Source: an optimization exercise on an open RTL-to-GDS flow (aim: small area and few clock cycles per item). Production flows keep margins and buffers that such runs may drop. In this exercise RTL edits were held to simulation tests only and were not proved equivalent to the original.

==> inputs of v24 <==
==> flow/design.v (excerpt) <==
module aabb_contact_impulse_resolver (
  input  logic          clk,
  input  logic          rst_n,
  input  logic          start,
  output logic          busy,
  input  logic [47:0]   in_box_one_min,
  input  logic [47:0]   in_box_one_max,
  input  logic [47:0]   in_box_two_min,
  input  logic [47:0]   in_box_two_max,
  input  logic [47:0]   in_vel_one,
  input  logic [47:0]   in_vel_two,
  input  logic [15:0]   in_mass_one,
  input  logic [15:0]   in_mass_two,
  input  logic [8:0]    in_bounce_one,
  input  logic [8:0]    in_bounce_two,
  input  logic          in_fixed_one,
  input  logic          in_fixed_two,
  output logic          out_valid,
  output logic          out_overlap,
  output logic          out_applied,
  output logic [1:0]    out_contact_axis,
  output logic          out_normal_negative,
  output logic [47:0]   out_new_vel_one,
  output logic [47:0]   out_new_vel_two
);
  localparam int L = 5;
  localparam int NF = 1;    
  function automatic int nsteps(input int g);
    nsteps = (g == 1) ? 1 : 4;
  endfunction
  assign busy = 1'b0;
  logic        f_hit, f_app;
  logic [1:0]  f_ax;
  logic        f_neg;
  logic [16:0] f_msum;
  logic [10:0] f_esum;
  logic [15:0] f_dabs;
  logic [26:0] f_pmul;
  acir_front u_front (
    .box_one_min(in_box_one_min),
    .box_one_max(in_box_one_max),
    .box_two_min(in_box_two_min),
    .box_two_max(in_box_two_max),
    .vel_one    (in_vel_one),
    .vel_two    (in_vel_two),
    .mass_one   (in_mass_one),
    .mass_two   (in_mass_two),
    .bounce_one (in_bounce_one),
    .bounce_two (in_bounce_two),
    .fixed_one  (in_fixed_one),
    .fixed_two  (in_fixed_two),
    .hit        (f_hit),
    .applied    (f_app),
    .ax         (f_ax),
    .neg        (f_neg),
    .msum       (f_msum),
    .esum       (f_esum),
    .dabs       (f_dabs),
    .pmul       (f_pmul)
  );
  logic [47:0] vel1_r [L+1];
  logic [47:0] vel2_r [L+1];
  logic        hit_r  [L+1];
  logic        app_r  [L+1];
  logic        wr1_r  [L+1];
  logic        wr2_r  [L+1];
  logic [1:0]  ax_r   [L+1];
  logic        neg_r  [L+1];
  logic [16:0] msum_r [L+1];
  logic        val_r  [L+1];
  always_ff @(posedge clk) begin
    if (!rst_n) begin
  ...
==> module acir_div, before the edit <==
module acir_div #(
  parameter int STEPS = 1
) (
  input  logic [34:0] s_in,
  input  logic [16:0] m,
  output logic [34:0] s_out
);
  function automatic logic [18:0] sub_bk(input logic [17:0] t, input logic [16:0] mm);
    logic [17:0] b, g, p, gg, pp;
    b  = ~{1'b0, mm};
    g  = t & b;
    p  = t ^ b;
    gg = g;
    pp = p;
    gg[0] = g[0] | p[0];               
    for (int d = 1; d < 18; d = d * 2) begin
      for (int i = 2*d - 1; i < 18; i += 2*d) begin
        gg[i] = gg[i] | (pp[i] & gg[i-d]);
        pp[i] = pp[i] & pp[i-d];
      end
    end
    for (int d = 8; d >= 1; d = d / 2) begin
      for (int i = 3*d - 1; i < 18; i += 2*d) begin
        gg[i] = gg[i] | (pp[i] & gg[i-d]);
        pp[i] = pp[i] & pp[i-d];
      end
    end
    sub_bk = {gg[17], p ^ {gg[16:0], 1'b1}};
  endfunction
  always_comb begin
    logic [34:0] s;
    logic [17:0] t;
    logic [18:0] d;
    s = s_in;
    for (int i = 0; i < STEPS; i++) begin
      t = {s[34:18], s[17]};
      d = sub_bk(t, m);
      s = {(d[18] ? d[16:0] : t[16:0]), s[16:0], d[18]};
    end
    s_out = s;
  end
endmodule
==> flow/config.mk <==
export PLATFORM = sky130hd
export DESIGN_NAME = aabb_contact_impulse_resolver
export DESIGN_NICKNAME = aabb_contact_impulse_resolver
export VERILOG_FILES = /design/flow/design.v
export SDC_FILE = /design/flow/constraint.sdc
export NUM_CORES = 4
export LEC_CHECK = 0
export ABC_AREA = 1
export CAP_MARGIN = 20
export CORE_MARGIN = 2
export CORE_UTILIZATION = 40
export CTS_CLUSTER_DIAMETER = 200
export CTS_CLUSTER_SIZE = 20
export SLEW_MARGIN = 20
==> flow/constraint.sdc <==
create_clock -name core_clock -period 10.0 [get_ports {clk}]
set_input_delay 2.0000 -clock core_clock [delete_from_list [all_inputs] [get_ports {clk}]]
set_output_delay 2.0000 -clock core_clock [all_outputs]
set_load 0.01 [all_outputs]
standard.sh (not shown) runs the stock make flow with config.mk's settings and CLKGATE_MAP_FILE= SYNTH_SCRIPT=/design/flow/synth_recipe.tcl, a recipe that flattens the netlist after the stock synthesis.
==> flow/flow/run.sh <==
#!/bin/bash
# The standard layout (standard.sh: ORFS with the standard flow's settings), except that
# the port buffers are made from the smallest buffer cell, buf_1, instead of
# the cell buffer_ports picks on its own. Every port still gets its buffer.
# The full output of the layout goes to layout.log in this folder; each ORFS
# step also keeps its own log under orfs/logs.
set -euo pipefail
bash standard.sh \
  "BUFFER_PORTS_ARGS=-buffer_cell sky130_fd_sc_hd__buf_1" \
  finish > layout.log 2>&1
==> inputs of v35, as changes to v24 <==
--- a/flow/design.v
+++ b/flow/design.v
@@ -7,47 +7,25 @@
 endpackage
 module acir_div #(
   parameter int STEPS = 1
 ) (
   input  logic [34:0] s_in,
   input  logic [16:0] m,
   output logic [34:0] s_out
 );
-  function automatic logic [18:0] sub_bk(input logic [17:0] t, input logic [16:0] mm);
-    logic [17:0] b, g, p, gg, pp;
-    b  = ~{1'b0, mm};
-    g  = t & b;
-    p  = t ^ b;
-    gg = g;
-    pp = p;
-    gg[0] = g[0] | p[0];               
-    for (int d = 1; d < 18; d = d * 2) begin
-      for (int i = 2*d - 1; i < 18; i += 2*d) begin
-        gg[i] = gg[i] | (pp[i] & gg[i-d]);
-        pp[i] = pp[i] & pp[i-d];
-      end
-    end
-    for (int d = 8; d >= 1; d = d / 2) begin
-      for (int i = 3*d - 1; i < 18; i += 2*d) begin
-        gg[i] = gg[i] | (pp[i] & gg[i-d]);
-        pp[i] = pp[i] & pp[i-d];
-      end
-    end
-    sub_bk = {gg[17], p ^ {gg[16:0], 1'b1}};
-  endfunction
   always_comb begin
     logic [34:0] s;
     logic [17:0] t;
     logic [18:0] d;
     s = s_in;
     for (int i = 0; i < STEPS; i++) begin
       t = {s[34:18], s[17]};
-      d = sub_bk(t, m);
-      s = {(d[18] ? d[16:0] : t[16:0]), s[16:0], d[18]};
+      d = {1'b0, t} - {2'b0, m};
+      s = {(d[18] ? t[16:0] : d[16:0]), s[16:0], ~d[18]};
     end
     s_out = s;
   end
 endmodule
 module acir_mul_27x16 (
   input  logic [26:0] a,
   input  logic [15:0] b,
   output logic [42:0] p
- GPL_TIMING_DRIVEN: not set -> 0
==> inputs of v33, as changes to v24 <==
==> flow/design.v (replaced) <==
package acir_pkg;
  localparam int LW = 16;
  localparam int CW = 48;
  function automatic logic signed [LW-1:0] lane16(input logic [CW-1:0] w, input int k);
    lane16 = $signed(w[LW*k +: LW]);
  endfunction
endpackage
module acir_div #(
  parameter int STEPS = 1
) (
  input  logic [34:0] s_in,
  input  logic [16:0] m,
  output logic [34:0] s_out
);
  always_comb begin
    logic [34:0] s;
    logic [17:0] t;
    logic [18:0] d;
    s = s_in;
    for (int i = 0; i < STEPS; i++) begin
      t = {s[34:18], s[17]};
      d = {1'b0, t} - {2'b0, m};
      s = {(d[18] ? t[16:0] : d[16:0]), s[16:0], ~d[18]};
    end
    s_out = s;
  end
endmodule
module acir_front (
  input  logic [47:0] box_one_min,
  input  logic [47:0] box_one_max,
  input  logic [47:0] box_two_min,
  input  logic [47:0] box_two_max,
  input  logic [47:0] vel_one,
  input  logic [47:0] vel_two,
  input  logic [15:0] mass_one,
  input  logic [15:0] mass_two,
  input  logic [8:0]  bounce_one,
  input  logic [8:0]  bounce_two,
  input  logic        fixed_one,
  input  logic        fixed_two,
  output logic        hit,
  output logic        applied,
  output logic [1:0]  ax,
  output logic        neg,
  output logic [16:0] msum,
  output logic [10:0] esum,
  output logic [15:0] dabs,
  output logic [26:0] pmul
);
  logic signed [15:0] lo1 [3], hi1 [3], lo2 [3], hi2 [3], va [3], vb [3];
  logic signed [16:0] ov [3];
  logic signed [16:0] dv [3];
  logic        cneg [3];
  always_comb begin
    logic signed [15:0] top, bot;
    logic signed [17:0] cd;
    hit = 1'b1;
    for (int k = 0; k < 3; k++) begin
      lo1[k] = acir_pkg::lane16(box_one_min, k);
      hi1[k] = acir_pkg::lane16(box_one_max, k);
      lo2[k] = acir_pkg::lane16(box_two_min, k);
      hi2[k] = acir_pkg::lane16(box_two_max, k);
      va[k]  = acir_pkg::lane16(vel_one, k);
      vb[k]  = acir_pkg::lane16(vel_two, k);
      if (!((lo1[k] <= hi2[k]) && (hi1[k] >= lo2[k]))) hit = 1'b0;
      top = (hi1[k] < hi2[k]) ? hi1[k] : hi2[k];
      bot = (lo1[k] > lo2[k]) ? lo1[k] : lo2[k];
      ov[k] = 17'(top) - 17'(bot);
      cd = (18'(lo2[k]) + 18'(hi2[k])) - (18'(lo1[k]) + 18'(hi1[k]));
      cneg[k] = cd[17];
      dv[k] = 17'(vb[k]) - 17'(va[k]);
    end
  end
  always_comb begin
    logic signed [16:0] d;
    logic rok;
    if ((ov[0] < ov[1]) && (ov[0] < ov[2]))      ax = 2'd0;
    else if ((ov[1] < ov[0]) && (ov[1] < ov[2])) ax = 2'd1;
    else                                         ax = 2'd2;
    case (ax)
      2'd0:    begin neg = cneg[0]; d = dv[0]; end
      2'd1:    begin neg = cneg[1]; d = dv[1]; end
      default: begin neg = cneg[2]; d = dv[2]; end
    endcase
    rok = neg ? !d[16] : (d[16] || (d == 17'sd0));
    msum = {1'b0, mass_one} + {1'b0, mass_two};
    esum = {2'b0, bounce_one} + {2'b0, bounce_two} + 11'd512;
    dabs = d[16] ? 16'(-d) : d[15:0];
    pmul = 27'(esum) * 27'(mass_one);
    applied = hit && !(fixed_one && fixed_two) && rok && (msum != 17'd0);
  end
endmodule
module aabb_contact_impulse_resolver (
  input  logic          clk,
  input  logic          rst_n,
  input  logic          start,
  output logic          busy,
  input  logic [47:0]   in_box_one_min,
  input  logic [47:0]   in_box_one_max,
  input  logic [47:0]   in_box_two_min,
  input  logic [47:0]   in_box_two_max,
  input  logic [47:0]   in_vel_one,
  input  logic [47:0]   in_vel_two,
  input  logic [15:0]   in_mass_one,
  input  logic [15:0]   in_mass_two,
  input  logic [8:0]    in_bounce_one,
  input  logic [8:0]    in_bounce_two,
  input  logic          in_fixed_one,
  input  logic          in_fixed_two,
  output logic          out_valid,
  output logic          out_overlap,
  output logic          out_applied,
  output logic [1:0]    out_contact_axis,
  output logic          out_normal_negative,
  output logic [47:0]   out_new_vel_one,
  output logic [47:0]   out_new_vel_two
);
  localparam int L = 4;
  localparam int NF = 1;    
  function automatic int nsteps(input int g);
    nsteps = (g == 1) ? 2 : 5;
  endfunction
  assign busy = 1'b0;
  logic        f_hit, f_app;
  logic [1:0]  f_ax;
  logic        f_neg;
  logic [16:0] f_msum;
  logic [10:0] f_esum;
  logic [15:0] f_dabs;
  logic [26:0] f_pmul;
  acir_front u_front (
    .box_one_min(in_box_one_min),
    .box_one_max(in_box_one_max),
    .box_two_min(in_box_two_min),
    .box_two_max(in_box_two_max),
    .vel_one    (in_vel_one),
    .vel_two    (in_vel_two),
    .mass_one   (in_mass_one),
    .mass_two   (in_mass_two),
    .bounce_one (in_bounce_one),
    .bounce_two (in_bounce_two),
    .fixed_one  (in_fixed_one),
    .fixed_two  (in_fixed_two),
    .hit        (f_hit),
    .applied    (f_app),
    .ax         (f_ax),
    .neg        (f_neg),
    .msum       (f_msum),
    .esum       (f_esum),
    .dabs       (f_dabs),
    .pmul       (f_pmul)
  );
  logic [47:0] vel1_r [L+1];
  logic [47:0] vel2_r [L+1];
  logic        hit_r  [L+1];
  logic        app_r  [L+1];
  logic        wr1_r  [L+1];
  logic        wr2_r  [L+1];
  logic [1:0]  ax_r   [L+1];
  logic        neg_r  [L+1];
  logic [16:0] msum_r [L+1];
  logic        val_r  [L+1];
  always_ff @(posedge clk) begin
    if (!rst_n) begin
      for (int i = 0; i <= L; i++) val_r[i] <= 1'b0;
    end else begin
      val_r[0] <= start;
      for (int i = 1; i <= L; i++) val_r[i] <= val_r[i-1];
    end
  end
  always_ff @(posedge clk) begin
    vel1_r[0] <= in_vel_one;
    vel2_r[0] <= in_vel_two;
    hit_r[0]  <= f_hit;
    app_r[0]  <= f_app;
    wr1_r[0]  <= f_app && !in_fixed_one;
    wr2_r[0]  <= f_app && !in_fixed_two;
    ax_r[0]   <= f_ax;
    neg_r[0]  <= f_neg;
    msum_r[0] <= f_msum;
    for (int i = 1; i <= L; i++) begin
      vel1_r[i] <= vel1_r[i-1];
      vel2_r[i] <= vel2_r[i-1];
      hit_r[i]  <= hit_r[i-1];
      app_r[i]  <= app_r[i-1];
      wr1_r[i]  <= wr1_r[i-1];
      wr2_r[i]  <= wr2_r[i-1];
      ax_r[i]   <= ax_r[i-1];
      neg_r[i]  <= neg_r[i-1];
      msum_r[i] <= msum_r[i-1];
    end
  end
  logic [10:0] esum_r;
  logic [15:0] dabs_r;
  logic [26:0] pmul_r;
  always_ff @(posedge clk) begin
    esum_r <= f_esum;
    dabs_r <= f_dabs;
    pmul_r <= f_pmul;
  end
  logic [26:0] w_r   [L];
  logic [8:0]  low_r [L];
  logic [34:0] ds_r  [L+1];
  logic [42:0] s1_p;
  assign s1_p = 43'(pmul_r) * 43'(dabs_r);
  always_ff @(posedge clk) begin
    w_r[1]   <= 27'(esum_r) * 27'(dabs_r);
    low_r[1] <= s1_p[8:0];
  end
  for (genvar g = 1; g <= L; g++) begin : g_div
    logic [34:0] ds_n;
    acir_div #(.STEPS(nsteps(g))) u_div (
      .s_in ((g == 1) ? {1'b0, s1_p[42:9]} : ds_r[g-1]),
      .m    (msum_r[g-1]),
      .s_out(ds_n)
    );
    always_ff @(posedge clk) ds_r[g] <= ds_n;
    if (g > 1 && g < L) begin : g_pass
      always_ff @(posedge clk) begin
        w_r[g]   <= w_r[g-1];
        low_r[g] <= low_r[g-1];
      end
    end
  end
  logic [16:0] h_r;
  logic        lgt_r, leq_r, lnz_r;
  logic [19:0] x1_r;
  logic [16:0] u2_r;
  always_ff @(posedge clk) begin
    logic [25:0] mj;
    logic signed [15:0] a1, a2;
    logic signed [16:0] u1, u2;
    mj = 26'(msum_r[L-1]) * 26'(w_r[L-1][8:0]);
    a1 = acir_pkg::lane16(vel1_r[L-1], int'(ax_r[L-1]));
    a2 = acir_pkg::lane16(vel2_r[L-1], int'(ax_r[L-1]));
    u1 = neg_r[L-1] ? -(17'(a1)) : 17'(a1);
    u2 = neg_r[L-1] ? -(17'(a2)) : 17'(a2);
    h_r   <= mj[25:9];
    lgt_r <= mj[8:0] > low_r[L-1];
    leq_r <= mj[8:0] == low_r[L-1];
    lnz_r <= low_r[L-1] != 9'd0;
    x1_r  <= 20'(u1) - 20'(w_r[L-1][26:9]) - 20'd1;
    u2_r  <= u2;
  end
  function automatic logic [15:0] sat16(input logic signed [19:0] x);
    if (x > 20'sd32767)       sat16 = 16'h7fff;
    else if (x < -20'sd32768) sat16 = 16'h8000;
    else                      sat16 = x[15:0];
  endfunction
  logic [34:0] fin_ds;
  acir_div #(.STEPS(NF)) u_divf (
    .s_in (ds_r[L]),
    .m    (msum_r[L]),
    .s_out(fin_ds)
  );
  always_comb begin
    logic [16:0] rp;
    logic [17:0] gq;
    logic signed [19:0] f1, f2, t1, t2;
    logic gt, eq, nz, adj1, adj2, ng;
    rp = fin_ds[34:18];
    gq = fin_ds[17:0];
    ng = neg_r[L];
    gt = (h_r > rp) || ((h_r == rp) && lgt_r);
    eq = (h_r == rp) && leq_r;
    nz = (rp != 17'd0) || lnz_r;
    f1 = $signed(x1_r) + $signed({2'b0, gq}) + $signed({19'b0, !gt});
    f2 = $signed({{3{u2_r[16]}}, u2_r}) + $signed({2'b0, gq});
    adj1 = f1[19] && !eq;
    adj2 = f2[19] && nz;
    t1 = (f1 ^ {20{ng}}) + $signed({19'b0, ng ^ adj1});
    t2 = (f2 ^ {20{ng}}) + $signed({19'b0, ng ^ adj2});
    out_new_vel_one = vel1_r[L];
    out_new_vel_two = vel2_r[L];
    if (wr1_r[L]) out_new_vel_one[16*int'(ax_r[L]) +: 16] = sat16(t1);
    if (wr2_r[L]) out_new_vel_two[16*int'(ax_r[L]) +: 16] = sat16(t2);
  end
  assign out_valid           = val_r[L];
  assign out_overlap         = hit_r[L];
  assign out_applied         = app_r[L];
  assign out_contact_axis    = ax_r[L];
  assign out_normal_negative = neg_r[L];
endmodule
==> flow/run.sh (new file) <==
#!/bin/bash
# synth_recipe.tcl (not shown) runs the flow's synth.tcl, then flattens the netlist and writes it again
# the make line also repeats each setting of config.mk as NAME=value (left out here)
make -C /OpenROAD-flow-scripts/flow DESIGN_CONFIG=/design/flow/config.mk WORK_HOME=/design/flow/orfs CLKGATE_MAP_FILE= SYNTH_SCRIPT=/design/flow/synth_recipe.tcl finish
- CTS_CLUSTER_DIAMETER: 200 -> not set
- CTS_CLUSTER_SIZE: 20 -> not set
removed: flow/flow/run.sh
removed: flow/standard.sh
==> inputs of v18, as changes to v24 <==
--- a/flow/design.v
+++ b/flow/design.v
@@ -7,47 +7,25 @@
 endpackage
 module acir_div #(
   parameter int STEPS = 1
 ) (
   input  logic [34:0] s_in,
   input  logic [16:0] m,
   output logic [34:0] s_out
 );
-  function automatic logic [18:0] sub_bk(input logic [17:0] t, input logic [16:0] mm);
-    logic [17:0] b, g, p, gg, pp;
-    b  = ~{1'b0, mm};
-    g  = t & b;
-    p  = t ^ b;
-    gg = g;
-    pp = p;
-    gg[0] = g[0] | p[0];               
-    for (int d = 1; d < 18; d = d * 2) begin
-      for (int i = 2*d - 1; i < 18; i += 2*d) begin
-        gg[i] = gg[i] | (pp[i] & gg[i-d]);
-        pp[i] = pp[i] & pp[i-d];
-      end
-    end
-    for (int d = 8; d >= 1; d = d / 2) begin
-      for (int i = 3*d - 1; i < 18; i += 2*d) begin
-        gg[i] = gg[i] | (pp[i] & gg[i-d]);
-        pp[i] = pp[i] & pp[i-d];
-      end
-    end
-    sub_bk = {gg[17], p ^ {gg[16:0], 1'b1}};
-  endfunction
   always_comb begin
     logic [34:0] s;
     logic [17:0] t;
     logic [18:0] d;
     s = s_in;
     for (int i = 0; i < STEPS; i++) begin
       t = {s[34:18], s[17]};
-      d = sub_bk(t, m);
-      s = {(d[18] ? d[16:0] : t[16:0]), s[16:0], d[18]};
+      d = {1'b0, t} - {2'b0, m};
+      s = {(d[18] ? t[16:0] : d[16:0]), s[16:0], ~d[18]};
     end
     s_out = s;
   end
 endmodule
 module acir_mul_27x16 (
   input  logic [26:0] a,
   input  logic [15:0] b,
   output logic [42:0] p
@@ -178,32 +156,29 @@
 );
   logic signed [15:0] lo1 [3], hi1 [3], lo2 [3], hi2 [3], va [3], vb [3];
   logic signed [16:0] ov [3];
   logic signed [16:0] dv [3];
   logic        cneg [3];
   always_comb begin
     logic signed [15:0] top, bot;
     logic signed [17:0] cd;
-    logic signed [16:0] dh, dl;
     hit = 1'b1;
     for (int k = 0; k < 3; k++) begin
       lo1[k] = acir_pkg::lane16(box_one_min, k);
       hi1[k] = acir_pkg::lane16(box_one_max, k);
       lo2[k] = acir_pkg::lane16(box_two_min, k);
       hi2[k] = acir_pkg::lane16(box_two_max, k);
       va[k]  = acir_pkg::lane16(vel_one, k);
       vb[k]  = acir_pkg::lane16(vel_two, k);
       if (!((lo1[k] <= hi2[k]) && (hi1[k] >= lo2[k]))) hit = 1'b0;
-      dh = 17'(hi2[k]) - 17'(hi1[k]);
-      dl = 17'(lo2[k]) - 17'(lo1[k]);
-      top = (dh > 17'sd0) ? hi1[k] : hi2[k];
-      bot = dl[16] ? lo1[k] : lo2[k];
+      top = (hi1[k] < hi2[k]) ? hi1[k] : hi2[k];
+      bot = (lo1[k] > lo2[k]) ? lo1[k] : lo2[k];
       ov[k] = 17'(top) - 17'(bot);
-      cd = 18'(dl) + 18'(dh);
+      cd = (18'(lo2[k]) + 18'(hi2[k])) - (18'(lo1[k]) + 18'(hi1[k]));
       cneg[k] = cd[17];
       dv[k] = 17'(vb[k]) - 17'(va[k]);
     end
   end
   always_comb begin
     logic signed [16:0] d;
     logic rok;
     if ((ov[0] < ov[1]) && (ov[0] < ov[2]))      ax = 2'd0;
@@ -354,57 +329,59 @@
         w_r[g]   <= w_r[g-1];
         low_r[g] <= low_r[g-1];
       end
     end
   end
   logic [16:0] h_r;
   logic        lgt_r, leq_r, lnz_r;
   logic [19:0] x1_r;
+  logic [16:0] u2_r;
   logic [25:0] l_mj;
   acir_mul_17x9 u_mul_mj (.a(msum_r[L-1]), .b(w_r[L-1][8:0]), .p(l_mj));
   always_ff @(posedge clk) begin
     logic [25:0] mj;
-    logic signed [15:0] a1;
-    logic ng;
-    mj    = l_mj;
-    ng    = neg_r[L-1];
-    a1    = acir_pkg::lane16(vel1_r[L-1], int'(ax_r[L-1]));
+    logic signed [15:0] a1, a2;
+    logic signed [16:0] u1, u2;
+    mj = l_mj;
+    a1 = acir_pkg::lane16(vel1_r[L-1], int'(ax_r[L-1]));
+    a2 = acir_pkg::lane16(vel2_r[L-1], int'(ax_r[L-1]));
+    u1 = neg_r[L-1] ? -(17'(a1)) : 17'(a1);
+    u2 = neg_r[L-1] ? -(17'(a2)) : 17'(a2);
     h_r   <= mj[25:9];
     lgt_r <= mj[8:0] > low_r[L-1];
     leq_r <= mj[8:0] == low_r[L-1];
     lnz_r <= low_r[L-1] != 9'd0;
-    x1_r  <= (20'(a1) ^ {20{ng}}) + ~{2'b0, w_r[L-1][26:9]} + {19'd0, ng};
+    x1_r  <= 20'(u1) - 20'(w_r[L-1][26:9]) - 20'd1;
+    u2_r  <= u2;
   end
   function automatic logic [15:0] sat16(input logic signed [19:0] x);
     if (x > 20'sd32767)       sat16 = 16'h7fff;
     else if (x < -20'sd32768) sat16 = 16'h8000;
     else                      sat16 = x[15:0];
   endfunction
   logic [34:0] fin_ds;
   acir_div #(.STEPS(NF)) u_divf (
     .s_in (ds_r[L]),
     .m    (msum_r[L]),
     .s_out(fin_ds)
   );
   always_comb begin
     logic [16:0] rp;
     logic [17:0] gq;
     logic signed [19:0] f1, f2, t1, t2;
-    logic signed [15:0] a2;
     logic gt, eq, nz, adj1, adj2, ng;
     rp = fin_ds[34:18];
     gq = fin_ds[17:0];
     ng = neg_r[L];
     gt = (h_r > rp) || ((h_r == rp) && lgt_r);
     eq = (h_r == rp) && leq_r;
     nz = (rp != 17'd0) || lnz_r;
     f1 = $signed(x1_r) + $signed({2'b0, gq}) + $signed({19'b0, !gt});
-    a2 = acir_pkg::lane16(vel2_r[L], int'(ax_r[L]));
-    f2 = (20'(a2) ^ {20{ng}}) + $signed({2'b0, gq}) + $signed({19'b0, ng});
+    f2 = $signed({{3{u2_r[16]}}, u2_r}) + $signed({2'b0, gq});
     adj1 = f1[19] && !eq;
     adj2 = f2[19] && nz;
     t1 = (f1 ^ {20{ng}}) + $signed({19'b0, ng ^ adj1});
     t2 = (f2 ^ {20{ng}}) + $signed({19'b0, ng ^ adj2});
     out_new_vel_one = vel1_r[L];
     out_new_vel_two = vel2_r[L];
     if (wr1_r[L]) out_new_vel_one[16*int'(ax_r[L]) +: 16] = sat16(t1);
     if (wr2_r[L]) out_new_vel_two[16*int'(ax_r[L]) +: 16] = sat16(t2);
==> flow/run.sh (new file) <==
#!/bin/bash
# synth_recipe.tcl (not shown) runs the flow's synth.tcl, then flattens the netlist and writes it again
# the make line also repeats each setting of config.mk as NAME=value (left out here)
make -C /OpenROAD-flow-scripts/flow DESIGN_CONFIG=/design/flow/config.mk WORK_HOME=/design/flow/orfs CLKGATE_MAP_FILE= SYNTH_SCRIPT=/design/flow/synth_recipe.tcl finish
- CTS_CLUSTER_DIAMETER: 200 -> not set
- CTS_CLUSTER_SIZE: 20 -> not set
removed: flow/flow/run.sh
removed: flow/standard.sh
==> run notes <==
	v18	v24	v33	v35
Critical path startpoint	msum_r[5][0]	ds_r[5][17]	ds_r[4][17]	in_box_two_max[16]
Met1 Wirelength	132 mm	129 mm	130 mm	133 mm
Post-cts sizing count	111	219	93	177
Clock slew at reported path FFs	60 ps	110 ps	60 ps	120 ps
Hold Path Origin	vel1_r[2][22]	w_r[2][7]	ds_r[3][8]	low_r[1][0]
Total of flip-flops plus latches after synthesis	1156	1139	964	1139
Final cycle utilization of the critical path	95.7%	104%	96.4%	97.0%
TritonCTS buffer count	114	66	105	66
Run status	complete, no violations	finished with violations	complete, no violations	complete, no violations
Violated checks	-	negative setup slack	-	-
Max FO, Critical Path	8	7	16	7
Critical Setup Path Class	flip-flop to output pin	flip-flop to output pin	flip-flop to output pin	input pin to flip-flop
Logic inverters	1710	1814	2210	1739
Met2 track utilization from global routing	41.4%	39.1%	39.3%	39.4%
Sequential portion of the cell area	21.7%	22.1%	17.1%	22.9%
Clk cell area share	3.74%	1.71%	3.21%	1.83%
Area growth from synthesis to layout	14.3%	18.7%	20.6%	12.6%
Count of multi-input gates	8765	7271	9053	7794
Starting DRC count in detailed routing	5443	5509	5597	5291
Post-Syn Area per Cell	7.82 sq um	8.30 sq um	7.47 sq um	8.08 sq um
Max-Slew Margin vs Limit	21.5%	3.84%	29.5%	23.7%
Fraction of synthesized cell area taken by the top area cell type	24.8%	26.2%	20.6%	25.8%
End point of the worst hold path	vel1_r[3][22]	w_r[3][7]	ds_r[4][13]	low_r[2][0]
Area of all sequential standard cells	23100 sq um	22800 sq um	19400 sq um	22800 sq um
Critical Path Start Type	flip-flop	flip-flop	flip-flop	input pin
Testbench counts of v24, summed over its fixed seeds: cycles 24,048, items 24,000.
Testbench counts of v35, summed over its fixed seeds: cycles 24,048, items 24,000.
Testbench counts of v33, summed over its fixed seeds: cycles 24,040, items 24,000.
Testbench counts of v18, summed over its fixed seeds: cycles 24,048, items 24,000.

[re-timing with driven ports]
No port has a modelled driver above. Below, the same layouts with a new extraction and two added sets of constraints. Step 1 assumes that a clkbuf_16 drives the clock port and a buf_2 every other input. Step 2 also shifts input and output timing later by t, the mid clock arrival at the registers, as if the neighbouring blocks saw the same clock. Slacks: no drivers / after step 1 / after step 2; pairs: no drivers / after step 1.
run	shift t [ns]	setup slack, ns	hold WS [ns]	clock arrival spread, ns	worst register clock-pin slew, ns
v24	0.771	-0.403 / -0.485 / -0.366	0.287 / 0.287 / 0.287	0.054 / 0.054	0.11 / 0.11
v35	0.778	0.301 / 0.250 / -0.462	0.289 / 0.289 / 0.289	0.066 / 0.065	0.12 / 0.12
v33	0.855	0.365 / 0.270 / -0.059	0.276 / 0.276 / 0.276	0.106 / 0.106	0.07 / 0.07
v18	0.853	0.430 / 0.344 / 0.153	0.269 / 0.269 / 0.269	0.108 / 0.107	0.07 / 0.07
With both steps, setup timing fails in v35 and v33, where it was met with ideal ports. The setup slack of v35, which loses most, moves by -0.051 ns with the drivers and by -0.763 ns with both steps.
